From an optimization exercise on the open Yosys and OpenROAD flow, aimed at small area, a short achievable clock period and few clock cycles; shortcuts taken in it are not production practice. At most, simulation tests tie the RTL to the original design; equivalence was not proved. The RTL of run 1 was laid out without a check of its function. Power figures rest on the tool's default switching activity, not on a simulated workload.

## design/flow/run.sh

```bash
#!/bin/bash
# synth_recipe.tcl (not shown) runs the flow's synth.tcl, then flattens the netlist and writes it again
# the make line also repeats each setting of config.mk as NAME=value (left out here)
make -C /OpenROAD-flow-scripts/flow DESIGN_CONFIG=/design/flow/config.mk WORK_HOME=/design/flow/orfs CLKGATE_MAP_FILE= SYNTH_SCRIPT=/design/flow/synth_recipe.tcl finish
```

## design/flow/config.mk

```make
export PLATFORM = sky130hd
export DESIGN_NAME = log2_latency_histogram_top
export DESIGN_NICKNAME = log2_latency_histogram_top
export VERILOG_FILES = /design/flow/design.v
export SDC_FILE = /design/flow/constraint.sdc
export NUM_CORES = 4
export LEC_CHECK = 0
export CAP_MARGIN = 20
export CORE_MARGIN = 2
export CORE_UTILIZATION = 40
export SLEW_MARGIN = 20
```

## design/flow/constraint.sdc

```tcl
create_clock -name core_clock -period 8.0 [get_ports {i_clk}]
set_input_delay 1.6000 -clock core_clock [delete_from_list [all_inputs] [get_ports {i_clk}]]
set_output_delay 1.6000 -clock core_clock [all_outputs]
set_load 0.01 [all_outputs]
```

## design/flow/design.v

```verilog
package l2lh_pkg;
    localparam int BUCKETS_DEF = 32;    
    localparam int LAT_W       = 32;    
    localparam int PCT_W       = 7;     
    localparam int SUM_W       = 64;    
    localparam int BOUND_W     = 33;    
    localparam int RANK_SCALE  = 100;   
    localparam int SCALE_W     = 7;     
    localparam int NQ_W        = 26;    
    localparam int DIV_STEPS   = 2;     
endpackage
module l2lh_add #(
    parameter int W = 32
) (
    input  logic [W-1:0] a,
    input  logic [W-1:0] b,
    input  logic         ci,
    output logic [W-1:0] s,
    output logic         co
);
    localparam int L = $clog2(W + 1);
    localparam int N = W + 1;                       
    logic [N*(L+1)-1:0] g;
    logic [N*(L+1)-1:0] p;
    assign g[N-1:0] = {a & b, ci};
    assign p[N-1:0] = {a ^ b, 1'b0};
    for (genvar l = 0; l < L; l++) begin : g_lvl
        for (genvar i = 0; i < N; i++) begin : g_node
            if (((i >> l) & 1) == 1) begin : g_op
                localparam int J = ((i >> l) << l) - 1;
                assign g[N*(l+1)+i] = g[N*l+i] | (p[N*l+i] & g[N*l+J]);
                assign p[N*(l+1)+i] = p[N*l+i] & p[N*l+J];
            end else begin : g_pass
                assign g[N*(l+1)+i] = g[N*l+i];
                assign p[N*(l+1)+i] = p[N*l+i];
            end
        end
    end
    assign s  = p[W:1] ^ g[N*L+W-1:N*L];
    assign co = g[N*L+W];
endmodule
module log2_latency_histogram_top #(
    parameter int BUCKETS = l2lh_pkg::BUCKETS_DEF
) (
    input  logic                         i_clk,
    input  logic                         i_rst_n,
    input  logic                         i_cfg_valid,
    output logic                         o_cfg_ready,
    input  logic                         i_cfg_enable,
    input  logic                         i_in_valid,
    output logic                         o_in_ready,
    input  logic                         i_action,
    input  logic [l2lh_pkg::LAT_W-1:0]   i_latency_ms,
    input  logic [l2lh_pkg::PCT_W-1:0]   i_percentile,
    output logic                         o_out_valid,
    input  logic                         i_out_ready,
    output logic [l2lh_pkg::LAT_W-1:0]   o_sample_count,
    output logic [l2lh_pkg::LAT_W-1:0]   o_mean_ms,
    output logic [l2lh_pkg::BOUND_W-1:0] o_percentile_bound_ms,
    output logic [l2lh_pkg::LAT_W-1:0]   o_max_ms
);
    localparam int LAT_W   = l2lh_pkg::LAT_W;
    localparam int PCT_W   = l2lh_pkg::PCT_W;
    localparam int BOUND_W = l2lh_pkg::BOUND_W;
    localparam int NQ_W    = l2lh_pkg::NQ_W;
    localparam int SC_W    = l2lh_pkg::SCALE_W;
    localparam int IDX_W   = 5;                     
    localparam int NCNT    = BUCKETS - 1;           
    localparam int DCYC    = LAT_W / 2;             
    localparam int TRDY    = PCT_W + 1;             
    localparam int DA      = TRDY + 1;              
    localparam int NPROBE  = IDX_W;                 
    localparam int NCORR   = 2 * NPROBE - 3;        
    localparam int DL      = DA + NCORR;            
    localparam int SDONE   = TRDY + 2 * NPROBE;     
    localparam int QLAST   = SDONE + 1;             
    localparam int QC_W    = 5;
    logic                    r_rdy;
    logic                    r_enable;
    logic                    s0_v, s0_q, s0_rec;
    logic [LAT_W-1:0]        s0_lat;
    logic [PCT_W-1:0]        s0_pct;
    logic [LAT_W-1:0]        r_samples;
    logic [LAT_W-1:0]        r_sum_lo;
    logic [LAT_W-1:0]        r_sum_hi;              
    logic                    r_sum_c;
    logic [LAT_W-1:0]        r_peak;
    logic [NQ_W-1:0]         r_nq;                  
    logic [SC_W-1:0]         r_nm;                  
    logic [DL-1:0]           dl_v;
    logic [IDX_W-1:0]        dl_b [DL];
    logic [LAT_W-1:0]        r_cum [NCNT];
    logic                    q_busy;
    logic [QC_W-1:0]         q_cnt;
    logic                    q_n0;                  
    logic                    q_big;                 
    logic                    q_pz;                  
    logic [PCT_W-1:0]        q_p;
    logic [NQ_W-1:0]         q_nq;
    logic [SC_W-1:0]         q_nm;
    logic [LAT_W-1:0]        q_t;                   
    logic [SC_W:0]           q_cq;                  
    logic [SC_W-1:0]         q_r;                   
    logic [IDX_W-1:0]        q_idx;                 
    logic [IDX_W-1:0]        q_m;                   
    logic [LAT_W-1:0]        q_cj;                  
    logic [3:0]              q_corr;                
    logic [LAT_W+1:0]        q_n3;                  
    logic [LAT_W-1:0]        q_rem;                 
    logic                    r_out_valid;
    logic [LAT_W-1:0]        r_o_count;
    logic [LAT_W-1:0]        r_o_mean;              
    logic [BOUND_W-1:0]      r_o_bound;
    logic [LAT_W-1:0]        r_o_max;
    logic                    w_acc;
    logic                    w_go;
    logic                    w_qgo;
    logic                    w_rec;
    logic                    w_take;
    logic                    w_s0q_next;
    logic                    w_busy_next;
    logic [IDX_W-1:0]        w_bidx;
    assign o_cfg_ready = 1'b1;
    assign o_in_ready  = r_rdy;
    assign w_acc       = i_in_valid && r_rdy;
    assign w_take      = r_out_valid && i_out_ready;
    assign w_go        = s0_v && !(s0_q && q_busy);
    assign w_qgo       = w_go && s0_q;
    assign w_rec       = s0_v && s0_rec;
    assign w_s0q_next  = w_acc ? i_action : (s0_v && s0_q && !w_go);
    assign w_busy_next = w_qgo || (q_busy && !w_take);
    always_comb begin
        w_bidx = '0;
        for (int i = 1; i < BUCKETS; i++) begin
            if (s0_lat[i]) w_bidx = IDX_W'(i);
        end
    end
    logic [LAT_W-1:0] w_lo_sum;
    logic             w_lo_c;
    logic [LAT_W-1:0] w_hi_inc;
    logic [LAT_W-1:0] w_n_inc;
    logic [NQ_W-1:0]  w_nq_inc;
    logic             w_unused_c0, w_unused_c1, w_unused_c2;
    logic [LAT_W:0]   w_pk_d;
    logic             w_pk_gt;
    l2lh_add #(.W(LAT_W)) u_sum_lo (.a(r_sum_lo), .b(s0_lat), .ci(1'b0), .s(w_lo_sum), .co(w_lo_c));
    l2lh_add #(.W(LAT_W)) u_sum_hi (.a(r_sum_hi), .b('0), .ci(1'b1), .s(w_hi_inc), .co(w_unused_c0));
    l2lh_add #(.W(LAT_W)) u_n_inc  (.a(r_samples), .b('0), .ci(1'b1), .s(w_n_inc), .co(w_unused_c1));
    l2lh_add #(.W(NQ_W))  u_nq_inc (.a(r_nq), .b('0), .ci(1'b1), .s(w_nq_inc), .co(w_unused_c2));
    l2lh_add #(.W(LAT_W+1)) u_pk (.a({1'b0, r_peak}), .b({1'b1, ~s0_lat}), .ci(1'b1), .s(w_pk_d), .co());
    assign w_pk_gt = w_pk_d[LAT_W];
    logic              w_tb;
    logic [SC_W+1:0]   w_x;
    logic [1:0]        w_c;
    logic [SC_W-1:0]   w_r_next;
    logic              w_tfin;
    logic [LAT_W-1:0]  w_ta;
    logic [LAT_W-1:0]  w_tbv;
    logic              w_tci;
    logic [LAT_W-1:0]  w_t_next;
    assign w_tb = q_p[PCT_W-1];
    assign w_x  = {q_r, 1'b0} + (w_tb ? (SC_W+2)'(q_nm) : '0);
    always_comb begin
        if (w_x >= (SC_W+2)'(200)) begin
            w_c      = 2'd2;
            w_r_next = SC_W'(w_x - (SC_W+2)'(200));
        end else if (w_x >= (SC_W+2)'(100)) begin
            w_c      = 2'd1;
            w_r_next = SC_W'(w_x - (SC_W+2)'(100));
        end else begin
            w_c      = 2'd0;
            w_r_next = SC_W'(w_x);
        end
    end
    assign w_tfin = (q_cnt == QC_W'(PCT_W));
    assign w_ta   = w_tfin ? q_t : {q_t[LAT_W-2:0], 1'b0};
    assign w_tbv  = w_tfin ? LAT_W'(q_cq) : (w_tb ? LAT_W'(q_nq) : '0);
    assign w_tci  = w_tfin && ((q_r != '0) || q_pz);
    l2lh_add #(.W(LAT_W)) u_t (.a(w_ta), .b(w_tbv), .ci(w_tci), .s(w_t_next), .co());
    logic [LAT_W+1:0]  w_r4;
    logic [LAT_W+1:0]  w_d1, w_d2, w_d3;
    logic              w_c1, w_c2, w_c3;
    logic [LAT_W+1:0]  w_n3;
    assign w_r4 = {q_rem, r_o_mean[LAT_W-1 -: 2]};
    l2lh_add #(.W(LAT_W+2)) u_d1 (.a(w_r4), .b(~{2'b0, r_o_count}), .ci(1'b1), .s(w_d1), .co(w_c1));
    l2lh_add #(.W(LAT_W+2)) u_d2 (.a(w_r4), .b(~{1'b0, r_o_count, 1'b0}), .ci(1'b1), .s(w_d2), .co(w_c2));
    l2lh_add #(.W(LAT_W+2)) u_d3 (.a(w_r4), .b(~q_n3), .ci(1'b1), .s(w_d3), .co(w_c3));
    l2lh_add #(.W(LAT_W+2)) u_n3 (.a({2'b0, r_o_count}), .b({1'b0, r_o_count, 1'b0}), .ci(1'b0), .s(w_n3), .co());
    logic [IDX_W-1:0]  w_j;
    logic [IDX_W-1:0]  w_below;
    logic [3:0]        w_corr;
    logic [QC_W-1:0]   w_k2;                        
    logic [LAT_W:0]    w_dd;
    logic              w_lt;
    always_comb begin
        for (int b = 0; b < IDX_W; b++) begin
            w_below[b] = |(q_m >> (b + 1));
        end
        w_j    = q_idx | w_below;
        w_k2   = q_cnt - QC_W'(TRDY);
        w_corr = '0;
        for (int u = 0; u < NCORR; u++) begin
            if ((QC_W'(u + 1) < w_k2) && dl_v[DA+u] && (dl_b[DA+u] <= w_j)) begin
                w_corr = w_corr + 4'd1;
            end
        end
    end
    l2lh_add #(.W(LAT_W+1)) u_dd (.a({1'b0, q_cj}), .b(~{1'b0, q_t}), .ci(1'b1), .s(w_dd), .co());
    assign w_lt = w_dd[LAT_W] || ((w_dd[LAT_W-1:4] == '0) && (w_dd[3:0] < q_corr));
    always_ff @(posedge i_clk) begin
        if (!i_rst_n) begin
            r_rdy       <= 1'b1;
            r_enable    <= 1'b0;
            s0_v        <= 1'b0;
            r_samples   <= '0;
            r_sum_lo    <= '0;
            r_sum_hi    <= '0;
            r_sum_c     <= 1'b0;
            r_peak      <= '0;
            r_nq        <= '0;
            r_nm        <= '0;
            dl_v        <= '0;
            q_busy      <= 1'b0;
            r_out_valid <= 1'b0;
        end else begin
            r_rdy <= !(w_s0q_next && w_busy_next);
            if (i_cfg_valid) begin
                r_enable <= i_cfg_enable;
            end
            if (w_acc) begin
                s0_v   <= 1'b1;
                s0_q   <= i_action;
                s0_rec <= !i_action && r_enable;
            end else if (w_go) begin
                s0_v   <= 1'b0;
            end
            r_sum_c <= w_rec && w_lo_c;
            if (r_sum_c) begin
                r_sum_hi <= w_hi_inc;
            end
            if (w_rec) begin
                r_samples <= w_n_inc;
                r_sum_lo  <= w_lo_sum;
                if (w_pk_gt) begin
                    r_peak <= s0_lat;
                end
                if (r_nm == SC_W'(99)) begin
                    r_nm <= '0;
                    r_nq <= w_nq_inc;
                end else begin
                    r_nm <= r_nm + SC_W'(1);
                end
            end
            dl_v <= {dl_v[DL-2:0], w_rec};
            q_busy <= w_busy_next;
            if (w_take) begin
                r_out_valid <= 1'b0;
            end
            if (q_busy && (q_cnt == QC_W'(QLAST - 1))) begin
                r_out_valid <= 1'b1;
            end
        end
        if (w_acc) begin
            s0_lat <= i_latency_ms;
            s0_pct <= i_percentile;
        end
        dl_b[0] <= w_bidx;
        for (int k = 1; k < DL; k++) begin
            dl_b[k] <= dl_b[k-1];
        end
        if (w_qgo) begin
            q_cnt     <= '0;
            q_n0      <= (r_samples == '0);
            q_big     <= (s0_pct > PCT_W'(100));
            q_pz      <= (s0_pct == '0);
            q_p       <= s0_pct;
            q_nq      <= r_nq;
            q_nm      <= r_nm;
            q_t       <= '0;
            q_cq      <= '0;
            q_r       <= '0;
            q_idx     <= '0;
            q_m       <= IDX_W'(1) << (IDX_W - 1);
            r_o_count <= r_samples;
            r_o_max   <= r_peak;
        end else if (q_busy && (q_cnt != QC_W'(QLAST))) begin
            q_cnt <= q_cnt + QC_W'(1);
            if (q_cnt <= QC_W'(PCT_W)) begin
                q_t <= w_t_next;
            end
            if (q_cnt < QC_W'(PCT_W)) begin
                q_r  <= w_r_next;
                q_cq <= {q_cq[SC_W-1:0], 1'b0} + (SC_W+1)'(w_c);
                q_p  <= {q_p[PCT_W-2:0], 1'b0};
            end
            if (q_cnt == '0) begin
                q_n3 <= w_n3;
                if (q_n0) begin
                    q_rem    <= '0;
                    r_o_mean <= '0;
                end else begin
                    q_rem    <= r_sum_hi;
                    r_o_mean <= r_sum_lo;
                end
            end else if ((q_cnt <= QC_W'(DCYC)) && !q_n0) begin
                if (w_c3) begin
                    q_rem    <= w_d3[LAT_W-1:0];
                    r_o_mean <= {r_o_mean[LAT_W-3:0], 2'd3};
                end else if (w_c2) begin
                    q_rem    <= w_d2[LAT_W-1:0];
                    r_o_mean <= {r_o_mean[LAT_W-3:0], 2'd2};
                end else if (w_c1) begin
                    q_rem    <= w_d1[LAT_W-1:0];
                    r_o_mean <= {r_o_mean[LAT_W-3:0], 2'd1};
                end else begin
                    q_rem    <= w_r4[LAT_W-1:0];
                    r_o_mean <= {r_o_mean[LAT_W-3:0], 2'd0};
                end
            end
            if ((q_cnt >= QC_W'(TRDY)) && (q_cnt < QC_W'(SDONE))) begin
                if (!q_cnt[0]) begin
                    q_cj   <= r_cum[w_j];
                    q_corr <= w_corr;
                end else begin
                    if (w_lt) begin
                        q_idx <= q_idx | q_m;
                    end
                    q_m <= q_m >> 1;
                end
            end
            if (q_cnt == QC_W'(SDONE)) begin
                if (q_n0) begin
                    r_o_bound <= '0;
                end else if (q_big) begin
                    r_o_bound <= {1'b0, r_o_max};
                end else begin
                    r_o_bound <= BOUND_W'(1) << ({1'b0, q_idx} + 6'd1);
                end
            end
        end
    end
    logic [NCNT-1:0] w_cinc;
    always_comb begin
        for (int i = 0; i < NCNT; i++) begin
            w_cinc[i] = dl_v[DA-1] && (dl_b[DA-1] <= IDX_W'(i));
        end
    end
    for (genvar i = 0; i < NCNT; i++) begin : g_cnt
        logic [LAT_W-1:0] q;
        logic [LAT_W-1:0] t;
        logic [7:0]       all1;
        logic [7:0]       cin;
        assign q = r_cum[i];
        always_comb begin
            for (int g = 0; g < 8; g++) begin
                all1[g] = &q[4*g +: 4];
            end
            cin[0] = w_cinc[i];
            for (int g = 1; g < 8; g++) begin
                cin[g] = cin[g-1] & all1[g-1];
            end
            for (int g = 0; g < 8; g++) begin
                t[4*g] = cin[g];
                for (int k = 1; k < 4; k++) begin
                    t[4*g+k] = t[4*g+k-1] & q[4*g+k-1];
                end
            end
        end
        always_ff @(posedge i_clk) begin
            if (!i_rst_n) begin
                r_cum[i] <= '0;
            end else begin
                r_cum[i] <= q ^ t;
            end
        end
    end
    assign o_out_valid           = r_out_valid;
    assign o_sample_count        = r_o_count;
    assign o_mean_ms             = r_o_mean;
    assign o_percentile_bound_ms = r_o_bound;
    assign o_max_ms              = r_o_max;
endmodule
```

==> results of run 1 <==
==> through the flow <==
stage / instance area, um2 / util, % / std cells / setup WS [ns] / total power (uW)
after global placement: 88600 / 42.7 / 11100 / 1.69 / 11300
after floorplan: 83700 / - / 8365 / 2.43 / 10600
after global routing: 95200 / 45.9 / 11400 / 1.20 / 20900
after CTS: 95100 / 45.9 / 11400 / 1.59 / 20300
final: 95200 / 45.9 / 11400 / 1.60 / 20100
after detailed placement: 88700 / 42.7 / 11100 / 1.58 / 11400
==> worst max-delay path: stages (launching register included) <==
cell       delay, ns
dfxtp_1         0.35
inv_1           0.09
ha_1            0.34
and2_1          0.22
a221o_1         0.41
and2_1          0.20
o21ai_1         0.38
a21oi_1         0.26
o211ai_1        0.25
nand3_1         0.09
a21o_1          0.18
a21o_1          0.18
fa_1            0.48
nor4b_1         0.33
o221ai_1        0.20
a2111oi_0       0.32
o2111ai_1       0.18
or4_4           0.51
a2111oi_4       0.27
nand4b_1        0.16
or4_1           0.68
o31ai_1         0.29
==> power groups by stage <==
stage                     Sequential, uW  Combinational (uW)  Clock [uW]
after global placement              8990                2320           0
after CTS                           8820                2380        9090
final                               8820                2390        8930
after detailed placement            9000                2360           0
after floorplan                     8920                1690           0
after global routing                8840                2660        9440
==> kinds of logic after synthesis <==
family                   Yosys count  share of synthesized area (%)
other                              1                        0.00448
flip-flops                      1632                           42.8
AO/OA/AOI/OAI                   1379                           11.7
XOR/XNOR                         482                           5.06
multiplexers                     103                           1.26
AND/OR/NAND/NOR                 2953                           19.2
buffers and inverters            717                           3.24
adder cells (fa/ha/maj)         1098                           16.7
==> final cells by class <==
cell class	instances	area (um2)	share of cell area, %
multi-input combinational	6016	45500	47.7
inverter	346	1310	1.37
clock inverter	81	1050	1.10
tap	2788	3490	3.66
clock buffer	258	5440	5.71
sequential	1632	35800	37.6
antenna	3	7.51	0.00789
timing repair buffer	279	2630	2.77
==> state kept, by name, summed over array words and instances (netlist names), 33 cells and up <==
| register | cells |
|---|---|
| r_o_bound | 33 |
| q_n3 | 34 |
| dl_b | 80 |
| r_cum | 992 |
==> layer usage <==
layer / GRT usage (%) / vias up / share of wire (%)
li1: - / 30300 / -
met1: 31.5 / 30900 / 44
met2: 38.3 / 1835 / 46
met3: 3.37 / 452 / 5.9
met4: 8.90 / 4 / 3.9
met5: 0 / - / 0.012
==> layout by cell type (no fill, tap or decap), types with 83 or more instances in the layout <==
cell | synthesis | routed
a22oi_1 | 168 | 168
buf_4 | 4 | 93
a21oi_1 | 200 | 199
clkdlybuf4s50_1 | 0 | 175
nand2_1 | 487 | 486
o21ai_0 | 229 | 229
clkbuf_16 | 0 | 194
mux2i_1 | 87 | 87
nor3_1 | 156 | 146
inv_1 | 337 | 336
and2_1 | 1123 | 1122
nand4_1 | 323 | 323
xor2_1 | 342 | 342
ha_1 | 1065 | 1065
xnor2_1 | 139 | 139
nor2_1 | 354 | 330
edfxtp_1 | 315 | 315
nand3_1 | 196 | 195
a221oi_1 | 112 | 112
a21o_1 | 83 | 83
dfxtp_1 | 1317 | 1316
==> worst max path at each step <==
stage | cells past startpoint | slack, ns | to | from
2_1_floorplan | 22 | 2.43 | q_idx[0] | q_t[10]
3_3_place_gp | 21 | 1.69 | q_idx[2] | q_t[4]
3_5_place_dp | 21 | 1.58 | q_idx[1] | q_t[9]
4_1_cts | 21 | 1.59 | q_idx[1] | q_t[4]
5_1_grt | 21 | 1.20 | q_idx[3] | q_t[4]
6_report | 21 | 1.60 | q_idx[1] | q_t[9]
==> results.json, run 1 <==
{
  "status": "finished clean",
  "clk_latency_ns": 0.87,
  "ys.flop_type": "dfxtp_1",
  "synthCells": 8365,
  "maxSlewViolCount": 0,
  "hold-worst-slack_ns": 0.326,
  "worst_slew_pin_slew_ns": 1.22,
  "ctsResizeCount": 0,
  "p_leak_uw": 0.0434,
  "post-synth-top-area-fraction_pct": 31.5,
  "area_growth_pct": 13.7,
  "gp_congestion": 0.906,
  "antenna_left": 0,
  "synth_fp_nets": 9508,
  "fp.dieW_um": 462,
  "slew_headroom_pct": 18.1,
  "hold_class": "reg -> reg",
  "swShare_pct": 26.7,
  "synth_cell_types": 93,
  "r2r_end": "q_idx[1]",
  "num_vias": 63500,
  "power_switching_uw": 5380,
  "finalHoldViolations": 0,
  "fin_tns_setup_ns": 0,
  "clock-root-buffer": "clkbuf_16",
  "h-tree-depth": 4,
  "fin_crit_sh_pct": 80.0,
  "maxCapViolations": 0,
  "dp_hpwl_mm": 189,
  "synthesis.area_um2": 83700,
  "required_ns": 8.77,
  "fin_nets": 9600,
  "wirelength_mm": 255,
  "grt_antenna_before_repair": 9,
  "yosysWarnings": 5,
  "vdd_drop_max_mv": 0.244,
  "grt_usage_pct": 23.5,
  "fp-row-count": 167,
  "drive_gt1_share_pct": 5.96,
  "synth_edf_count": 315,
  "worstHoldStart": "dl_b[0][1]",
  "cts_inserted_buffers": 182,
  "endpoint_kind": "flop",
  "drt-pass1-iter-count": 7,
  "start_util_pct": 40.4,
  "crit_fanout": 6,
  "grt_pass1_wl_mm": 380,
  "max_freq_mhz": 156,
  "wire_per_inst_um": 22.4,
  "die-area_um2": 213000,
  "worstRegToRegCells": 21,
  "yosysTopAreaCell": "dfxtp_1",
  "post_cts_buffers": 0,
  "clockPowerShare_pct": 44.3,
  "p_per_area_nw_per_um2": 212,
  "io_buffers": 176,
  "io_pins": 178,
  "yosys-top-cells-count": "dfxtp_1 (1317), and2_1 (1123), ha_1 (1065)",
  "clk_pin_slew_ns": 0.06,
  "rsz0062_at_grt": "false",
  "dieHeight_um": 462,
  "synthTopCellsByArea": "dfxtp_1 (31%), ha_1 (16%), edfxtp_1 (11%), and2_1 (8.4%), xor2_1 (3.6%)",
  "synth.most_common_cell": "dfxtp_1",
  "hold_buffers": 0,
  "critical_path_class": "reg -> reg",
  "async_reset_ff_share_pct": 0,
  "comb_power_share_pct": 11.9,
  "grt_max_degree": 309,
  "critical_path.startpoint_type": "flop",
  "postSynthAreaPerCell_um2": 10.0,
  "core_area_um2": 207000,
  "p_int_uw": 14800,
  "grt_pass1_vias": 61200,
  "drcViolationCount": 0,
  "clock_skew_ns": 0.0671,
  "vias_per_cell": 5.56,
  "cts_tree": "done",
  "setup_viol": 0,
  "min_to": "dl_b[1][1]",
  "first_iter_violations": 5361,
  "seq_power_share_pct": 43.8,
  "hold-path-cell-count": 0,
  "fillers": 19300,
  "cts.path.max_buffers": 3,
  "cts.sinks": 1632,
  "reg2reg_slack_ns": 1.60,
  "crit_arrival_ns": 7.17,
  "worstReg2RegStart": "q_t[9]",
  "period_minus_slack_ns": 6.40,
  "ys_seq_area_share_pct": 42.8,
  "synth_seq_cells": 1632,
  "grt-ovfl-total": 0
}
==> run 2, diff against run 1 <==
--- a/design/flow/design.v
+++ b/design/flow/design.v
@@ -95,6 +95,7 @@
     logic                    q_n0;                  
     logic                    q_big;                 
     logic                    q_pz;                  
+    logic                    q_tfin;                
     logic [PCT_W-1:0]        q_p;
     logic [NQ_W-1:0]         q_nq;
     logic [SC_W-1:0]         q_nm;
@@ -104,7 +105,9 @@
     logic [IDX_W-1:0]        q_idx;                 
     logic [IDX_W-1:0]        q_m;                   
     logic [LAT_W-1:0]        q_cj;                  
-    logic [3:0]              q_corr;                
+    logic [2:0]              q_corr;                
+    logic [2:0]              q_corr0, q_corr1;      
+    logic                    q_lt;                  
     logic [LAT_W+1:0]        q_n3;                  
     logic [LAT_W-1:0]        q_rem;                 
     logic                    r_out_valid;
@@ -172,7 +175,7 @@
             w_r_next = SC_W'(w_x);
         end
     end
-    assign w_tfin = (q_cnt == QC_W'(PCT_W));
+    assign w_tfin = q_tfin;
     assign w_ta   = w_tfin ? q_t : {q_t[LAT_W-2:0], 1'b0};
     assign w_tbv  = w_tfin ? LAT_W'(q_cq) : (w_tb ? LAT_W'(q_nq) : '0);
     assign w_tci  = w_tfin && ((q_r != '0) || q_pz);
@@ -186,27 +189,53 @@
     l2lh_add #(.W(LAT_W+2)) u_d2 (.a(w_r4), .b(~{1'b0, r_o_count, 1'b0}), .ci(1'b1), .s(w_d2), .co(w_c2));
     l2lh_add #(.W(LAT_W+2)) u_d3 (.a(w_r4), .b(~q_n3), .ci(1'b1), .s(w_d3), .co(w_c3));
     l2lh_add #(.W(LAT_W+2)) u_n3 (.a({2'b0, r_o_count}), .b({1'b0, r_o_count, 1'b0}), .ci(1'b0), .s(w_n3), .co());
-    logic [IDX_W-1:0]  w_j;
-    logic [IDX_W-1:0]  w_below;
-    logic [3:0]        w_corr;
-    logic [QC_W-1:0]   w_k2;                        
-    logic [LAT_W:0]    w_dd;
-    logic              w_lt;
-    always_comb begin
+    function automatic logic [IDX_W-1:0] below_of(input logic [IDX_W-1:0] m);
+        logic [IDX_W-1:0] r;
         for (int b = 0; b < IDX_W; b++) begin
-            w_below[b] = |(q_m >> (b + 1));
+            r[b] = |(m >> (b + 1));
         end
-        w_j    = q_idx | w_below;
-        w_k2   = q_cnt - QC_W'(TRDY);
-        w_corr = '0;
+        below_of = r;
+    endfunction
+    function automatic logic [2:0] pop7(input logic [6:0] c);
+        logic s0, c0, s1, c1, c2;
+        logic [2:0] r;
+        s0   = c[0] ^ c[1] ^ c[2];
+        c0   = (c[0] & c[1]) | (c[0] & c[2]) | (c[1] & c[2]);
+        s1   = c[3] ^ c[4] ^ c[5];
+        c1   = (c[3] & c[4]) | (c[3] & c[5]) | (c[4] & c[5]);
+        r[0] = s0 ^ s1 ^ c[6];
+        c2   = (s0 & s1) | (s0 & c[6]) | (s1 & c[6]);
+        r[1] = c0 ^ c1 ^ c2;
+        r[2] = (c0 & c1) | (c0 & c2) | (c1 & c2);
+        pop7 = r;
+    endfunction
+    logic [IDX_W-1:0]  w_j;
+    logic [IDX_W-1:0]  w_j0, w_j1;                  
+    logic [NCORR-1:0]  w_cm0, w_cm1;
+    logic [QC_W-1:0]   w_k2;
+    always_comb begin
+        w_j  = q_idx | below_of(q_m);
+        w_j0 = q_idx | below_of(q_m >> 1);
+        w_j1 = q_idx | q_m | below_of(q_m >> 1);
+        w_k2 = q_cnt - QC_W'(TRDY);
         for (int u = 0; u < NCORR; u++) begin
-            if ((QC_W'(u + 1) < w_k2) && dl_v[DA+u] && (dl_b[DA+u] <= w_j)) begin
-                w_corr = w_corr + 4'd1;
-            end
+            w_cm0[u] = (QC_W'(u + 1) <= w_k2) && dl_v[DA-1+u] && (dl_b[DA-1+u] <= w_j0);
+            w_cm1[u] = (QC_W'(u + 1) <= w_k2) && dl_v[DA-1+u] && (dl_b[DA-1+u] <= w_j1);
         end
     end
-    l2lh_add #(.W(LAT_W+1)) u_dd (.a({1'b0, q_cj}), .b(~{1'b0, q_t}), .ci(1'b1), .s(w_dd), .co());
-    assign w_lt = w_dd[LAT_W] || ((w_dd[LAT_W-1:4] == '0) && (w_dd[3:0] < q_corr));
+    logic [2:0] w_corr0, w_corr1;
+    assign w_corr0 = pop7(w_cm0);
+    assign w_corr1 = pop7(w_cm1);
+    localparam int DW = LAT_W + 2;
+    logic [DW-1:0] w_ca, w_cb, w_cc, w_cs, w_cy, w_dd;
+    assign w_ca = {2'b0, q_cj};
+    assign w_cb = ~{2'b0, q_t};
+    assign w_cc = ~{{(DW-3){1'b0}}, q_corr};
+    assign w_cs = w_ca ^ w_cb ^ w_cc;
+    assign w_cy = (w_ca & w_cb) | (w_ca & w_cc) | (w_cb & w_cc);
+    l2lh_add #(.W(DW)) u_dd (.a(w_cs), .b({w_cy[DW-2:0], 1'b1}), .ci(1'b1), .s(w_dd), .co());
+    logic w_lt;
+    assign w_lt = w_dd[DW-1];
     always_ff @(posedge i_clk) begin
         if (!i_rst_n) begin
             r_rdy       <= 1'b1;
@@ -270,6 +299,7 @@
         end
         if (w_qgo) begin
             q_cnt     <= '0;
+            q_tfin    <= 1'b0;
             q_n0      <= (r_samples == '0);
             q_big     <= (s0_pct > PCT_W'(100));
             q_pz      <= (s0_pct == '0);
@@ -280,11 +310,15 @@
             q_cq      <= '0;
             q_r       <= '0;
             q_idx     <= '0;
+            q_lt      <= 1'b0;
+            q_corr0   <= '0;
+            q_corr1   <= '0;
             q_m       <= IDX_W'(1) << (IDX_W - 1);
             r_o_count <= r_samples;
             r_o_max   <= r_peak;
         end else if (q_busy && (q_cnt != QC_W'(QLAST))) begin
-            q_cnt <= q_cnt + QC_W'(1);
+            q_cnt  <= q_cnt + QC_W'(1);
+            q_tfin <= (q_cnt == QC_W'(PCT_W - 1));
             if (q_cnt <= QC_W'(PCT_W)) begin
                 q_t <= w_t_next;
             end
@@ -320,8 +354,11 @@
             if ((q_cnt >= QC_W'(TRDY)) && (q_cnt < QC_W'(SDONE))) begin
                 if (!q_cnt[0]) begin
                     q_cj   <= r_cum[w_j];
-                    q_corr <= w_corr;
+                    q_corr <= q_lt ? q_corr1 : q_corr0;
                 end else begin
+                    q_lt    <= w_lt;
+                    q_corr0 <= w_corr0;
+                    q_corr1 <= w_corr1;
                     if (w_lt) begin
                         q_idx <= q_idx | q_m;
                     end
==> results.json, run 2 <==
{
  "status": "finished clean",
  "fin_ws_ns": 2.50,
  "reg.largest.list": "r_cum (992), dl_b (75), q_n3 (34)",
  "ys.flop_type": "dfxtp_1",
  "period_minus_slack_ns": 5.50,
  "post_cts_buffers": 0,
  "core_area_um2": 205000,
  "drt-pass1-iter-count": 9,
  "worstRegToRegCells": 15,
  "io_buffers": 176,
  "required_ns": 8.69,
  "reg2reg_slack_ns": 2.50,
  "fin_nets": 9496,
  "wire_per_inst_um": 22.5,
  "io_pins": 178,
  "postSynthAreaPerCell_um2": 10.0,
  "h-tree-depth": 4,
  "register_area_um2": 35800,
  "grt_pass1_wl_mm": 376,
  "area_growth_pct": 13.4,
  "cts.path.max_buffers": 3,
  "layout_common_cells": "dfxtp_1 (1317), ha_1 (1126), and2_1 (815)",
  "cts_tree": "done",
  "clock-root-buffer": "clkbuf_16",
  "largest_reg_flops": 992,
  "synthesis.area_um2": 82300,
  "yosys-top-cells-count": "dfxtp_1 (1319), ha_1 (1126), and2_1 (816)",
  "dpl_worst_slack_ns": 2.53,
  "start_util_pct": 40.2,
  "rsz0062_at_grt": "false",
  "first_iter_violations": 5706,
  "critical_path.startpoint_type": "flop",
  "cts_inserted_buffers": 181,
  "p_leak_uw": 0.0404,
  "layout_commonest_cell": "dfxtp_1",
  "grt_pass1_vias": 60800,
  "vdd_drop_max_mv": 0.220,
  "yosysTopAreaCell": "dfxtp_1",
  "async_reset_ff_share_pct": 0,
  "grt_max_degree": 155,
  "critical_path_class": "reg -> reg",
  "fin_tns_setup_ns": 0,
  "final_core_util_pct": 45.6,
  "grt_use_met3_pct": 3.32,
  "hold_class": "reg -> reg",
  "crit_fanout": 18,
  "grt_antenna_before_repair": 3,
  "worstReg2RegStart": "dl_v[8]",
  "hold-path-cell-count": 0,
  "crit_arrival_ns": 6.19,
  "antenna_left": 0,
  "drive_gt1_share_pct": 5.84,
  "met2_usage_pct": 37.8,
  "max_freq_mhz": 182,
  "synth.most_common_cell": "dfxtp_1",
  "endpoint_kind": "flop",
  "maxSlewViolCount": 0,
  "met1_usage_pct": 31.7,
  "fin_crit_sh_pct": 68.8,
  "fp.dieW_um": 457,
  "synth_seq_cells": 1633,
  "synthTopCellsByArea": "dfxtp_1 (32%), ha_1 (17%), edfxtp_1 (11%), and2_1 (6.2%), xnor2_1 (3.9%)",
  "multi_input_area_um2": 43900,
  "clk_pin_slew_ns": 0.06,
  "maxCapViolations": 0,
  "synth_cell_types": 90,
  "hold_buffers": 0,
  "wirelength_mm": 251,
  "post-synth-top-area-fraction_pct": 32.1,
  "grt-ovfl-total": 0,
  "synth_fp_nets": 9398,
  "min_to": "dl_b[3][2]",
  "drcViolationCount": 0,
  "ctsResizeCount": 0,
  "synth_edf_count": 314,
  "dp_hpwl_mm": 182,
  "slew_headroom_pct": 24.0,
  "fp-row-count": 166,
  "p_per_area_nw_per_um2": 211,
  "die-area_um2": 209000,
  "synthCells": 8189,
  "ys_seq_area_share_pct": 43.6,
  "clock_skew_ns": 0.0746,
  "yosysWarnings": 5,
  "finalHoldViolations": 0,
  "crit_path_max_incr_delay_ns": 0.84,
  "slowest_stage": "nor4_1",
  "clk_latency_ns": 0.86,
  "setup_viol": 0,
  "cpMostUsedCell": "inv_1",
  "worstPathCellList": "nand2_1 -> inv_1 -> nand2b_1 -> buf_4 -> nor4_1 -> inv_1 -> nor3_1 -> inv_1 -> nor3_1 -> inv_1 -> nor3_1 -> ha_1 -> ha_1 -> ha_1 -> and2_1",
  "cts.sinks": 1633,
  "worst_slew_pin_slew_ns": 1.13,
  "grt_usage_pct": 23.4,
  "regMostFlops": "r_cum",
  "num_vias": 62600,
  "r2r_end": "r_cum[2][30]",
  "fillers": 19000,
  "power_uw": 19600,
  "gp_congestion": 0.911,
  "dieHeight_um": 457,
  "worstHoldStart": "dl_b[2][2]",
  "busiest_layer": "met2",
  "vias_per_cell": 5.62
}
run 2: cells by family (layout without fill, tap and decap cells):
family,Yosys count,in the layout,share of synthesized area (%)
other,1,4,0.00456
flip-flops,1633,1633,43.6
multiplexers,52,52,0.672
AO/OA/AOI/OAI,1391,1391,11.9
AND/OR/NAND/NOR,2755,2755,17.5
adder cells (fa/ha/maj),1164,1164,18.0
XOR/XNOR,462,462,4.92
buffers and inverters,731,984,3.46
run 2: worst max path at each step:
| stage | endpoint | slack (ns) | start | depth (start not counted) |
|---|---|---|---|---|
| final | r_cum[2][30] | 2.50 | dl_v[8] | 15 |
| after global routing | r_cum[2][31] | 2.27 | dl_v[8] | 16 |
| after detailed placement | r_cum[2][30] | 2.53 | dl_v[8] | 15 |
| after global placement | r_cum[5][30] | 2.55 | dl_v[8] | 13 |
| after floorplan | q_big | 3.59 | q_busy | 5 |
| after CTS | r_cum[2][30] | 2.47 | dl_v[8] | 15 |
run 2: cell type report:
cell class	count	share of cell area (%)
antenna	3	0.00805
clock buffer	268	5.69
clock inverter	70	1.04
inverter	386	1.57
multi-input combinational	5825	47.0
sequential	1633	38.4
tap	2688	3.61
timing repair buffer	260	2.64
run 2: layer usage:
metal,vias up,wire length [um]
met5,-,13
met4,2,8940
met3,426,16600
met2,2037,114000
met1,30600,111000
li1,29600,-
run 2: power by group:
part           internal, uW  switching (uW)
combinational           824            1300
clock                  5050            3650
sequential             8610             208
run 2: critical path, delay by kind of cell (launching register included):
family	cells	cell delay, ns
and+or+nand+nor	7	3.06
buffers and inverters	5	0.98
DFF	1	0.74
adders and majority gates	3	0.57
run 2: through the flow:
step / hold WS [ns] / area, um2 / std cells
after floorplan: 0.310 / 82300 / 8189
final: 0.325 / 93300 / 11100
after global placement: 0.313 / 86900 / 10800
after global routing: 0.329 / 93300 / 11100
after CTS: 0.328 / 93200 / 11100
after detailed placement: 0.313 / 86900 / 10800
Testbench counts of run 2, summed over its fixed seeds: cycles 9,960.
==> run 3, diff against run 2 <==
--- a/design/flow/config.mk
+++ b/design/flow/config.mk
@@ -8,4 +8,5 @@
 export CAP_MARGIN = 20
 export CORE_MARGIN = 2
 export CORE_UTILIZATION = 40
+export SETUP_SLACK_MARGIN = 4.5
 export SLEW_MARGIN = 20
==> results.json, run 3 <==
{
  "grt_antenna_before_repair": 7,
  "drt-pass1-iter-count": 10,
  "synth_seq_cells": 1633,
  "io_buffers": 176,
  "fin_nets": 9671,
  "gp_congestion": 0.903,
  "critical_path.startpoint_type": "flop",
  "register_area_um2": 35900,
  "grt_usage_pct": 23.6,
  "io_pins": 178,
  "first_iter_violations": 5840,
  "worstHoldStart": "dl_b[6][2]",
  "crit_fanout": 7,
  "cts.sinks": 1633,
  "die-area_um2": 209000,
  "largest_reg_flops": 992,
  "slew_headroom_pct": 27.4,
  "reg2reg_slack_ns": 4.03,
  "slowest_stage": "fa_1",
  "fin_crit_sh_pct": 49.6,
  "fp.dieW_um": 457,
  "required_ns": 8.67,
  "grt_pass1_vias": 62100,
  "yosys-top-cells-count": "dfxtp_1 (1319), ha_1 (1126), and2_1 (816)",
  "ys_seq_area_share_pct": 43.6,
  "synthesis.area_um2": 82300,
  "dieHeight_um": 457,
  "cts_inserted_buffers": 180,
  "maxCapViolations": 0,
  "fin_tns_setup_ns": 0,
  "post-synth-top-area-fraction_pct": 32.1,
  "rsz0062_at_grt": "true",
  "final_area_um2": 96900,
  "crit_arrival_ns": 4.63,
  "cpMostUsedCell": "fa_2",
  "p_leak_uw": 0.0425,
  "synth_fp_nets": 9398,
  "clk_pin_slew_ns": 0.06,
  "drive_gt1_share_pct": 11.3,
  "synth.most_common_cell": "dfxtp_1",
  "start_util_pct": 40.2,
  "fillers": 18700,
  "clock_skew_ns": 0.0352,
  "layout_commonest_cell": "dfxtp_1",
  "worstReg2RegStart": "q_m[3]",
  "worst_slew_pin_slew_ns": 1.09,
  "layout_common_cells": "dfxtp_1 (1306), ha_1 (1101), and2_1 (809)",
  "clock-root-buffer": "clkbuf_16",
  "ys.flop_type": "dfxtp_1",
  "max_freq_mhz": 252,
  "post_dp_cell_area_um2": 87000,
  "grt-ovfl-total": 0,
  "synth_cell_types": 90,
  "yosysWarnings": 5,
  "reg.largest.list": "r_cum (992), dl_b (75), q_n3 (34)",
  "async_reset_ff_share_pct": 0,
  "critical_path_class": "reg -> reg",
  "synth_edf_count": 314,
  "num_vias": 63600,
  "clk_latency_ns": 0.84,
  "grt_pass1_wl_mm": 381,
  "wire_per_inst_um": 22.5,
  "area_growth_pct": 17.8,
  "period_minus_slack_ns": 3.97,
  "final_core_util_pct": 47.4,
  "setup_viol": 0,
  "cts.path.max_buffers": 3,
  "multi_input_area_um2": 46000,
  "h-tree-depth": 4,
  "critPathBufInv": 2,
  "dp_hpwl_mm": 181,
  "synthTopCellsByArea": "dfxtp_1 (32%), ha_1 (17%), edfxtp_1 (11%), and2_1 (6.2%), xnor2_1 (3.9%)",
  "startpoint": "q_m[3]",
  "status": "finished clean",
  "p_per_area_nw_per_um2": 205,
  "vias_per_cell": 5.62,
  "critPathTopFamily": "adder cells",
  "maxSlewViolCount": 0,
  "crit_path_max_incr_delay_ns": 0.54,
  "vdd_drop_max_mv": 0.252,
  "regMostFlops": "r_cum",
  "cts_tree": "done",
  "finalHoldViolations": 0,
  "wirelength_mm": 255,
  "yosysTopAreaCell": "dfxtp_1",
  "hold_buffers": 0,
  "endpoint_kind": "flop",
  "worstPathCellList": "or3_4 -> nor2_4 -> buf_12 -> ha_4 -> nor2b_4 -> o21a_1 -> o21ai_1 -> nand2b_1 -> a21oi_2 -> a31oi_1 -> or2_4 -> fa_1 -> inv_2 -> fa_2 -> fa_2 -> mux2i_1 -> nor2_1",
  "postSynthAreaPerCell_um2": 10.0,
  "grt_max_degree": 150,
  "drcViolationCount": 0,
  "hold_class": "reg -> reg",
  "fp-row-count": 166,
  "antenna_left": 0,
  "core_area_um2": 205000,
  "synthCells": 8189
}
-- run 3: layout make-up --
cell class,instances,area share (%)
tap,2688,3.47
antenna,3,0.00774
clock buffer,269,5.49
inverter,386,1.53
clock inverter,62,0.821
sequential,1633,37.0
timing repair buffer,436,4.17
multi-input combinational,5825,47.5
-- run 3: metrics by stage --
stage | setup slack, ns | cells | total power, uW | hold WS [ns]
2_1_floorplan | 4.31 | 8189 | 10400 | 0.310
3_3_place_gp | 2.75 | 10800 | 11000 | 0.312
3_5_place_dp | 2.63 | 10800 | 11100 | 0.312
4_1_cts | 4.13 | 11200 | 19800 | 0.326
5_1_grt | 3.93 | 11300 | 20600 | 0.330
6_report | 4.03 | 11300 | 19800 | 0.325
-- run 3: cell families after synthesis --
logic type / count (synthesis) / share of synthesized area, %
AOI/OAI and AO/OA: 1391 / 11.9
xor gates and xnor gates: 462 / 4.92
adders and majority gates: 1164 / 18.0
buffers and inverters: 731 / 3.46
DFF: 1633 / 43.6
muxes: 52 / 0.672
other: 1 / 0.00456
and+or+nand+nor: 2755 / 17.5
-- run 3: path summary, 6_finish.rpt --
kind	end	cells past startpoint
worst max-delay path	q_corr1[1]	17
worst min register to register	dl_b[7][2]	0
worst min-delay path	dl_b[7][2]	0
worst max register to register	q_corr1[1]	17
-- run 3: repair_timing --
action	in CTS	in global routing
setup endpoints to repair	654	566
setup buffers	106	74
pin swaps	65	88
resized for setup	330	216
gates cloned	1	0
-- run 3: per-layer routing --
layer | routed length, um | part of all wire (%) | vias up | global-route usage, %
li1 | - | - | 29900 | -
met1 | 110000 | 43 | 31100 | 31.5
met2 | 118000 | 46 | 2060 | 38.6
met3 | 17200 | 6.8 | 460 | 3.66
met4 | 9510 | 3.7 | 4 | 8.85
met5 | 23 | 0.0090 | - | 0.0918
-- run 3: power breakdown --
| part | internal [uW] | switching [uW] |
|---|---|---|
| Clock | 5090 | 3510 |
| Sequential | 8600 | 214 |
| Combinational | 994 | 1420 |

[static timing again, ports no longer ideal]
The results above use ideal ports. As a check the final layouts listed here were re-extracted and re-timed, cells and wires unchanged.
Step 1 sets driving cells, clkbuf_16 on the clock port and buf_2 on the other inputs (assumed; they add their load-dependent delay and slew).
Step 2 times the ports against the registers' clock, not the clock port: input delays grow and output delays shrink by t, the midpoint of the rising clock arrivals with the driver on.
Three values: ideal, step 1, step 2; two values: the first two.
| run | t (ns) | setup slack, ns | worst setup path at the end | latest minus earliest clock arrival (ns) | slew at the worst register clock pin (ns) |
|---|---|---|---|---|---|
| run 1 | 0.922 | 1.597 / 1.597 / 1.597 | register to register | 0.068 / 0.068 | 0.07 / 0.07 |
| run 2 | 0.911 | 2.496 / 2.496 / 2.496 | register to register | 0.076 / 0.076 | 0.07 / 0.07 |
| run 3 | 0.907 | 4.032 / 4.032 / 3.961 | input to register | 0.036 / 0.037 | 0.07 / 0.07 |
After both steps every run listed still meets setup and hold. The setup slack of run 3, which loses most, moves by 0.000 ns with the drivers and by -0.071 ns with both steps.
